This is an optimization exercise on Yosys and OpenROAD, whose aim is small area, not a production implementation.
Only simulation tests tie the RTL to the original design; equivalence was not proved.
Power is estimated from default activity; no workload was simulated.

==> job 6678 <==
## i2c_reg_ctrl
module i2c_reg_ctrl (
  input  logic       CLK,
  input  logic       Reset,
  input  logic       AddrMatch,
  input  logic       RW,
  input  logic       RxValid,
  input  logic [7:0] RxData,
  input  logic       RdReq,
  input  logic       StopDet,
  output logic [7:0] TxData,
  output logic       TxValid,
  output logic       TransmitPulse,
  output logic [7:0] TransmitCmd,
  output logic       Busy,
  output logic [7:0] Pointer
);
  localparam logic [1:0] IDLE = 2'd0, WADDR = 2'd1, WDATA = 2'd2, READ = 2'd3;
  logic [1:0]  state;
  logic [7:0]  mem [128];   
  logic [1023:0] mem_q;
  logic [15:0] gvalid;
  always_comb for (int r = 0; r < 128; r++) mem[r] = mem_q[r*8 +: 8];
  logic [3:0]  grp;
  logic [2:0]  pos;
  logic        in_range;
  logic        ev;         
  logic        wr;         
  logic        rd;         
  logic [7:0]  grp_sel;
  logic [15:0] gsel;
  logic [7:0]  psel;
  logic [7:0]  bus [8];    
  logic [7:0]  rdata;
  assign grp      = Pointer[6:3];
  assign pos      = Pointer[2:0];
  assign in_range = ~Pointer[7];
  assign ev       = ~AddrMatch;
  assign wr       = ev & RxValid & (state == WDATA) & in_range;
  assign rd       = ev & RdReq & (state == READ);
  assign Busy     = (state != IDLE);
  always_comb begin
    for (int g = 0; g < 16; g++) gsel[g] = (grp == 4'(g));
    for (int p = 0; p < 8; p++)  psel[p] = (pos == 3'(p));
    for (int p = 0; p < 8; p++)  bus[p]  = RxData & {8{psel[p]}};
  end
  for (genvar g = 0; g < 16; g++) begin : g_grp
    logic gwr;
    assign gwr = wr & gsel[g];
    always_ff @(posedge CLK or negedge Reset) begin
      if (!Reset)   gvalid[g] <= 1'b0;
      else if (gwr) gvalid[g] <= 1'b1;
    end
  ...
==> module i2c_reg_ctrl, before the edit <==
module i2c_reg_ctrl (
  input  logic       CLK,
  input  logic       Reset,
  input  logic       AddrMatch,
  input  logic       RW,
  input  logic       RxValid,
  input  logic [7:0] RxData,
  input  logic       RdReq,
  input  logic       StopDet,
  output logic [7:0] TxData,
  output logic       TxValid,
  output logic       TransmitPulse,
  output logic [7:0] TransmitCmd,
  output logic       Busy,
  output logic [7:0] Pointer
);
  localparam logic [1:0] IDLE = 2'd0, WADDR = 2'd1, WDATA = 2'd2, READ = 2'd3;
  logic [1:0]  state;
  logic [7:0]  mem [128];   
  logic [1023:0] mem_q;
  logic [15:0] gvalid;
  always_comb for (int r = 0; r < 128; r++) mem[r] = mem_q[r*8 +: 8];
  logic [3:0]  grp;
  logic [2:0]  pos;
  logic        in_range;
  logic        ev;         
  logic        wr;         
  logic        rd;         
  logic [7:0]  grp_sel;
  logic [15:0] gsel;
  logic [7:0]  psel;
  logic [7:0]  bus [8];    
  logic [7:0]  rdata;
  assign grp      = Pointer[6:3];
  assign pos      = Pointer[2:0];
  assign in_range = ~Pointer[7];
  assign ev       = ~AddrMatch;
  assign wr       = ev & RxValid & (state == WDATA) & in_range;
  assign rd       = ev & RdReq & (state == READ);
  assign Busy     = (state != IDLE);
  always_comb begin
    for (int g = 0; g < 16; g++) gsel[g] = (grp == 4'(g));
    for (int p = 0; p < 8; p++)  psel[p] = (pos == 3'(p));
    for (int p = 0; p < 8; p++)  bus[p]  = RxData & {8{psel[p]}};
  end
  for (genvar g = 0; g < 16; g++) begin : g_grp
    logic gwr;
    assign gwr = wr & gsel[g];
    always_ff @(posedge CLK or negedge Reset) begin
      if (!Reset)   gvalid[g] <= 1'b0;
      else if (gwr) gvalid[g] <= 1'b1;
    end
    for (genvar p = 0; p < 8; p++) begin : g_row
      logic we, keep;
      assign we   = gwr & (psel[p] | ~gvalid[g]);
      assign keep = ~(gwr & psel[p]) & ~(gwr & ~gvalid[g]);
      always_ff @(posedge CLK) mem_q[(g*8+p)*8 +: 8] <= (mem_q[(g*8+p)*8 +: 8] & {8{keep}}) | (bus[p] & {8{we}});
    end
  end
  always_comb begin
    rdata = 8'h00;
    for (int g = 0; g < 16; g++)
      for (int p = 0; p < 8; p++)
        rdata = rdata | (mem[g*8+p] & {8{gsel[g] & gvalid[g] & in_range & psel[p]}});
  end
  assign TransmitCmd = mem[8'h50] & {8{gvalid[8'h50 >> 3]}};
  always_ff @(posedge CLK or negedge Reset) begin
    if (!Reset) begin
      state         <= IDLE;
      Pointer       <= 8'h00;
      TxData        <= 8'h00;
      TxValid       <= 1'b0;
      TransmitPulse <= 1'b0;
    end else begin
      TxValid       <= ev & RdReq;
      TransmitPulse <= ev & RxValid & (state == WDATA) & (Pointer == 8'h50);
      if (ev & RdReq) TxData <= (state == READ) ? rdata : 8'hFF;
      if (ev & RxValid & (state == WADDR))     Pointer <= RxData;
      else if (rd | (ev & RxValid & (state == WDATA))) Pointer <= Pointer + 8'd1;
      if (AddrMatch)                            state <= RW ? READ : WADDR;
      else if (StopDet & (state != IDLE))       state <= IDLE;
      else if (RxValid & (state == WADDR))      state <= WDATA;
    end
  end
endmodule
clock: 10.0 ns
lec_check: 0
cap_margin: 20
core_margin: 2
core_utilization: 60
cts_buf_list: sky130_fd_sc_hd__clkbuf_4
slew_margin: 20
run.sh (not shown) runs the stock make flow with config.mk's settings and CLKGATE_MAP_FILE= SYNTH_SCRIPT=/design/flow/synth_recipe.tcl, a recipe that flattens the netlist after the stock synthesis.
==> job 5246: changes against job 6678 <==
--- a/flow/design.v
+++ b/flow/design.v
@@ -57,11 +57,11 @@
       always_ff @(posedge CLK) mem_q[(g*8+p)*8 +: 8] <= (mem_q[(g*8+p)*8 +: 8] & {8{keep}}) | (bus[p] & {8{we}});
     end
   end
+  logic [7:0] gout [16];
   always_comb begin
+    for (int g = 0; g < 16; g++) gout[g] = mem[g*8 + pos];
     rdata = 8'h00;
-    for (int g = 0; g < 16; g++)
-      for (int p = 0; p < 8; p++)
-        rdata = rdata | (mem[g*8+p] & {8{gsel[g] & gvalid[g] & in_range & psel[p]}});
+    for (int g = 0; g < 16; g++) rdata = rdata | (gout[g] & {8{gsel[g] & gvalid[g] & in_range}});
   end
   assign TransmitCmd = mem[8'h50] & {8{gvalid[8'h50 >> 3]}};
   always_ff @(posedge CLK or negedge Reset) begin
==> flow/flow/run.sh (new file) <==
#!/bin/bash
# Standard ORFS layout with two changes:
#  * synthesis maps with an area-oriented ABC script (see synth_area.tcl);
#  * CTS uses clkbuf_8 with larger sink clusters and no dummy loads.
set -euo pipefail
export FLOW_WORK=$(pwd)
export AREA_ABC_SCRIPT=$FLOW_WORK/flow/area.abc
CTS="-sink_clustering_enable -repair_clock_nets -dont_use_dummy_load"
CTS="$CTS -buf_list sky130_fd_sc_hd__clkbuf_16 -sink_clustering_size 30 -sink_clustering_max_diameter 80"
bash standard.sh SYNTH_SCRIPT=$FLOW_WORK/flow/synth_area.tcl synth > synth.log 2>&1
bash standard.sh SYNTH_SCRIPT=$FLOW_WORK/flow/synth_area.tcl "CTS_ARGS=$CTS" finish > layout.log 2>&1
==> flow/flow/area.abc (new file) <==
&get -n
&st
&dch
&nf -R 1000
&put
==> flow/flow/synth_area.tcl (new file) <==
# The standard flow's synthesis script, with only the ABC mapping script replaced by an
# area-oriented one (no delay target, no buffering or sizing in ABC).
# Flip-flop mapping, flattening and renaming are synth_recipe.tcl's own.
proc abc {args} {
  set i [lsearch -exact $args -script]
  if {$i >= 0} {
    set args [lreplace $args [expr {$i + 1}] [expr {$i + 1}] $::env(AREA_ABC_SCRIPT)]
  }
  yosys abc {*}$args
}
source $::env(FLOW_WORK)/synth_recipe.tcl
==> flow/standard.sh (new file) <==
#!/bin/bash
# synth_recipe.tcl (not shown) runs the flow's synth.tcl, then flattens the netlist and writes it again
# the make line also repeats each setting of config.mk as NAME=value (left out here)
make -C /OpenROAD-flow-scripts/flow DESIGN_CONFIG=/design/flow/config.mk WORK_HOME=/design/flow/orfs CLKGATE_MAP_FILE= SYNTH_SCRIPT=/design/flow/synth_recipe.tcl "${@:-finish}"
Settings changed: CORE_UTILIZATION 60 to 40, CTS_BUF_LIST sky130_fd_sc_hd__clkbuf_4 to default.
removed: flow/run.sh
==> metrics.cfg <==
[run_status]
status = aborted with a tool error
stop_stage = 5_1_grt
stop_error = [ERROR GRT-0116] Global routing finished with congestion. Check the congestion regions in the DRC Viewer.

[global_route]
grt_pass1_vias = 46629
grtUsageMet3_pct = 73.63
grt_max_degree = 65

[place]
placed_cells = 4768

[yosys]
yosys-top-cells-count = dfxtp_1, a22o_1, nand2_1
synth-compound-area-share_pct = 33.44

-- figures above: job 6678

==> metrics.cfg <==
[run_status]
status = finished clean

[global_route]
grt_pass1_vias = 31946
grtUsageMet3_pct = 9.689
grt_max_degree = 101

[place]
placed_cells = 5430

-- figures above: job 5246


==> inputs of job 3076 <==
==> flow/design.v <==
module i2c_reg_ctrl #(
  parameter int         DEPTH         = 128,
  parameter logic [7:0] TRANSMIT_ADDR = 8'h50
) (
  input  logic       CLK,
  input  logic       Reset,
  input  logic       AddrMatch,
  input  logic       RW,
  input  logic       RxValid,
  input  logic [7:0] RxData,
  input  logic       RdReq,
  input  logic       StopDet,
  output logic [7:0] TxData,
  output logic       TxValid,
  output logic       TransmitPulse,
  output logic [7:0] TransmitCmd,
  output logic       Busy,
  output logic [7:0] Pointer
);
  localparam int         AW      = (DEPTH > 1) ? $clog2(DEPTH) : 1;
  localparam logic [8:0] DEPTH_L = 9'(DEPTH);
  typedef enum logic [1:0] {IDLE, WADDR, WDATA, READ} state_t;
  state_t          state;
  logic [7:0]      regs [DEPTH];
  logic            in_range;
  logic [AW-1:0]   idx;
  assign in_range = ({1'b0, Pointer} < DEPTH_L);
  assign idx      = Pointer[AW-1:0];
  assign Busy     = (state != IDLE);
  always_ff @(posedge CLK or negedge Reset) begin
    if (!Reset) begin
      state         <= IDLE;
      Pointer       <= 8'h00;
      TxData        <= 8'h00;
      TxValid       <= 1'b0;
      TransmitPulse <= 1'b0;
      TransmitCmd   <= 8'h00;
      for (int i = 0; i < DEPTH; i++) regs[i] <= 8'h00;
    end else begin
      TxValid       <= 1'b0;
      TransmitPulse <= 1'b0;
      if (AddrMatch) begin
        state <= RW ? READ : WADDR;
      end else begin
        if (RdReq) begin
          TxValid <= 1'b1;
          if (state == READ) begin
            TxData  <= in_range ? regs[idx] : 8'h00;
            Pointer <= Pointer + 8'd1;
          end else begin
            TxData <= 8'hFF;
          end
        end
        if (RxValid) begin
          if (state == WADDR) begin
            Pointer <= RxData;
            state   <= WDATA;
          end else if (state == WDATA) begin
            if (in_range) regs[idx] <= RxData;
            if (Pointer == TRANSMIT_ADDR) begin
              TransmitCmd   <= RxData;
              TransmitPulse <= 1'b1;
            end
            Pointer <= Pointer + 8'd1;
          end
        end
        if (StopDet && state != IDLE) state <= IDLE;
      end
    end
  end
endmodule
==> flow/run.sh <==
#!/bin/bash
# synth_recipe.tcl (not shown) runs the flow's synth.tcl, then flattens the netlist and writes it again
# the make line also repeats each setting of config.mk as NAME=value (left out here)
make -C /OpenROAD-flow-scripts/flow DESIGN_CONFIG=/design/flow/config.mk WORK_HOME=/design/flow/orfs CLKGATE_MAP_FILE= SYNTH_SCRIPT=/design/flow/synth_recipe.tcl finish
==> flow/config.mk <==
export PLATFORM = sky130hd
export DESIGN_NAME = i2c_reg_ctrl
export DESIGN_NICKNAME = i2c_reg_ctrl
export VERILOG_FILES = /design/flow/design.v
export SDC_FILE = /design/flow/constraint.sdc
export NUM_CORES = 4
export LEC_CHECK = 0
export CAP_MARGIN = 20
export CORE_MARGIN = 2
export CORE_UTILIZATION = 40
export SLEW_MARGIN = 20
==> flow/constraint.sdc <==
create_clock -name core_clock -period 10.0 [get_ports {CLK}]
set_input_delay 2.0000 -clock core_clock [delete_from_list [all_inputs] [get_ports {CLK}]]
set_output_delay 2.0000 -clock core_clock [all_outputs]
set_load 0.01 [all_outputs]
==> job 9271: changes against job 3076 <==
==> flow/design.v, changed modules only <==
module i2c_reg_ctrl (
  input  logic       CLK,
  input  logic       Reset,
  input  logic       AddrMatch,
  input  logic       RW,
  input  logic       RxValid,
  input  logic [7:0] RxData,
  input  logic       RdReq,
  input  logic       StopDet,
  output logic [7:0] TxData,
  output logic       TxValid,
  output logic       TransmitPulse,
  output logic [7:0] TransmitCmd,
  output logic       Busy,
  output logic [7:0] Pointer
);
  localparam logic [1:0] IDLE = 2'd0, WADDR = 2'd1, WDATA = 2'd2, READ = 2'd3;
  logic [1:0]  state;
  logic [7:0]  mem [128];   
  logic [1023:0] mem_q;
  logic [15:0] gvalid;
  always_comb for (int r = 0; r < 128; r++) mem[r] = mem_q[r*8 +: 8];
  logic [3:0]  grp;
  logic [2:0]  pos;
  logic        in_range;
  logic        ev;         
  logic        wr;         
  logic        rd;         
  logic [7:0]  grp_sel;
  logic [15:0] gsel;
  logic [7:0]  psel;
  logic [7:0]  bus [8];    
  logic [7:0]  rdata;
  assign grp      = Pointer[6:3];
  assign pos      = Pointer[2:0];
  assign in_range = ~Pointer[7];
  assign ev       = ~AddrMatch;
  assign wr       = ev & RxValid & (state == WDATA) & in_range;
  assign rd       = ev & RdReq & (state == READ);
  assign Busy     = (state != IDLE);
  always_comb begin
    for (int g = 0; g < 16; g++) gsel[g] = (grp == 4'(g));
    for (int p = 0; p < 8; p++)  psel[p] = (pos == 3'(p));
    for (int p = 0; p < 8; p++)  bus[p]  = RxData & {8{psel[p]}};
  end
  for (genvar g = 0; g < 16; g++) begin : g_grp
    logic gwr;
    assign gwr = wr & gsel[g];
    always_ff @(posedge CLK or negedge Reset) begin
      if (!Reset)   gvalid[g] <= 1'b0;
      else if (gwr) gvalid[g] <= 1'b1;
    end
    for (genvar p = 0; p < 8; p++) begin : g_row
      logic we, keep;
      assign we   = gwr & (psel[p] | ~gvalid[g]);
      assign keep = ~(gwr & psel[p]) & ~(gwr & ~gvalid[g]);
      always_ff @(posedge CLK) mem_q[(g*8+p)*8 +: 8] <= (mem_q[(g*8+p)*8 +: 8] & {8{keep}}) | (bus[p] & {8{we}});
    end
  end
  logic [7:0] gout [16];
  always_comb begin
    for (int g = 0; g < 16; g++) gout[g] = mem[g*8 + pos];
    rdata = 8'h00;
    for (int g = 0; g < 16; g++) rdata = rdata | (gout[g] & {8{gsel[g] & gvalid[g] & in_range}});
  end
  assign TransmitCmd = mem[8'h50] & {8{gvalid[8'h50 >> 3]}};
  always_ff @(posedge CLK or negedge Reset) begin
    if (!Reset) begin
      state         <= IDLE;
      Pointer       <= 8'h00;
      TxData        <= 8'h00;
      TxValid       <= 1'b0;
      TransmitPulse <= 1'b0;
    end else begin
      TxValid       <= ev & RdReq;
      TransmitPulse <= ev & RxValid & (state == WDATA) & (Pointer == 8'h50);
      if (ev & RdReq) TxData <= (state == READ) ? rdata : 8'hFF;
      if (ev & RxValid & (state == WADDR))     Pointer <= RxData;
      else if (rd | (ev & RxValid & (state == WDATA))) Pointer <= Pointer + 8'd1;
      if (AddrMatch)                            state <= RW ? READ : WADDR;
      else if (StopDet & (state != IDLE))       state <= IDLE;
      else if (RxValid & (state == WADDR))      state <= WDATA;
    end
  end
endmodule
==> flow/flow/run.sh (new file) <==
#!/bin/bash
# Standard ORFS layout with two changes:
#  * synthesis maps with an area-oriented ABC script (see synth_area.tcl);
#  * CTS uses clkbuf_16 with larger sink clusters and no dummy loads;
#  * ports are buffered with buf_1.
set -euo pipefail
export FLOW_WORK=$(pwd)
export AREA_ABC_SCRIPT=$FLOW_WORK/flow/area.abc
CTS="-sink_clustering_enable -repair_clock_nets -dont_use_dummy_load"
CTS="$CTS -buf_list sky130_fd_sc_hd__clkbuf_16 -sink_clustering_size 24 -sink_clustering_max_diameter 70"
bash standard.sh SYNTH_SCRIPT=$FLOW_WORK/flow/synth_area.tcl synth > synth.log 2>&1
bash standard.sh SYNTH_SCRIPT=$FLOW_WORK/flow/synth_area.tcl "CTS_ARGS=$CTS" "BUFFER_PORTS_ARGS=-buffer_cell sky130_fd_sc_hd__buf_1" finish > layout.log 2>&1
==> flow/flow/area.abc (new file) <==
&get -n
&st
&dch
&nf -R 1000
&put
==> flow/flow/synth_area.tcl (new file) <==
# The standard flow's synthesis script, with only the ABC mapping script replaced by an
# area-oriented one (no delay target, no buffering or sizing in ABC).
# Flip-flop mapping, flattening and renaming are synth_recipe.tcl's own.
proc abc {args} {
  set i [lsearch -exact $args -script]
  if {$i >= 0} {
    set args [lreplace $args [expr {$i + 1}] [expr {$i + 1}] $::env(AREA_ABC_SCRIPT)]
  }
  yosys abc {*}$args
}
source $::env(FLOW_WORK)/synth_recipe.tcl
==> flow/standard.sh (new file) <==
#!/bin/bash
# synth_recipe.tcl (not shown) runs the flow's synth.tcl, then flattens the netlist and writes it again
# the make line also repeats each setting of config.mk as NAME=value (left out here)
make -C /OpenROAD-flow-scripts/flow DESIGN_CONFIG=/design/flow/config.mk WORK_HOME=/design/flow/orfs CLKGATE_MAP_FILE= SYNTH_SCRIPT=/design/flow/synth_recipe.tcl "${@:-finish}"
removed: flow/run.sh
==> impl_results.md <==
* Outcome: complete, no violations
* Slew @ Worst Pin at ~1.3 ns
* Commonest non-fill, non-tap cell in the layout: dfrtp_1
* FMAX at around 0.18 GHz
* Top Consumer: clock
* Leak at 26.2 nW
* Hold_sp: TransmitCmd[6]$_DFFE_PN0P_
* Mux contribution to synthesized area at about a quarter
* Reg power frac at a little over two fifths
That was job 3076.
==> impl_results.md <==
* Top Consumer: registers
* Mux contribution to synthesized area at 0%
* Slew @ Worst Pin at 1.19 ns
* FMAX at between 0.2 and 0.25 GHz
* Reg power frac at roughly 51%
* Hold_sp: mem_q[461]$_DFF_P_
* Post-Synth Adder-Cell Area at 0.203%
* Leak at around 13 nW
* Outcome: complete, no violations
That was job 9271.

## re-timing with driven ports
The results above use ideal ports. As a check the final layouts listed here were re-extracted and re-timed, cells and wires unchanged. Step 1: set_driving_cell puts a clkbuf_16 on CLK and a buf_2 on each other input, an assumption about the parent block. Step 2 times the ports against the registers' clock, not the clock port: input delays grow and output delays shrink by t, the midpoint of the rising clock arrivals with the driver on. Slacks: ideal / step 1 / step 2; pairs: ideal / step 1.
run | t, ns | setup WS [ns] | worst setup path after step 2 | slew at the worst register clock pin (ns)
job 5246 | 0.695 | 4.960 / 5.004 / 4.309 | input to register | 0.12 / 0.12
job 3076 | 0.814 | 4.351 / 4.351 / 4.007 | input to register | 0.07 / 0.07
job 9271 | 0.714 | 5.086 / 5.086 / 4.579 | input to register | 0.10 / 0.10
After both steps setup and hold are still met in every run listed. For job 5246, which loses most, drivers alone change the setup slack by +0.044 ns; drivers and shift together by -0.651 ns.
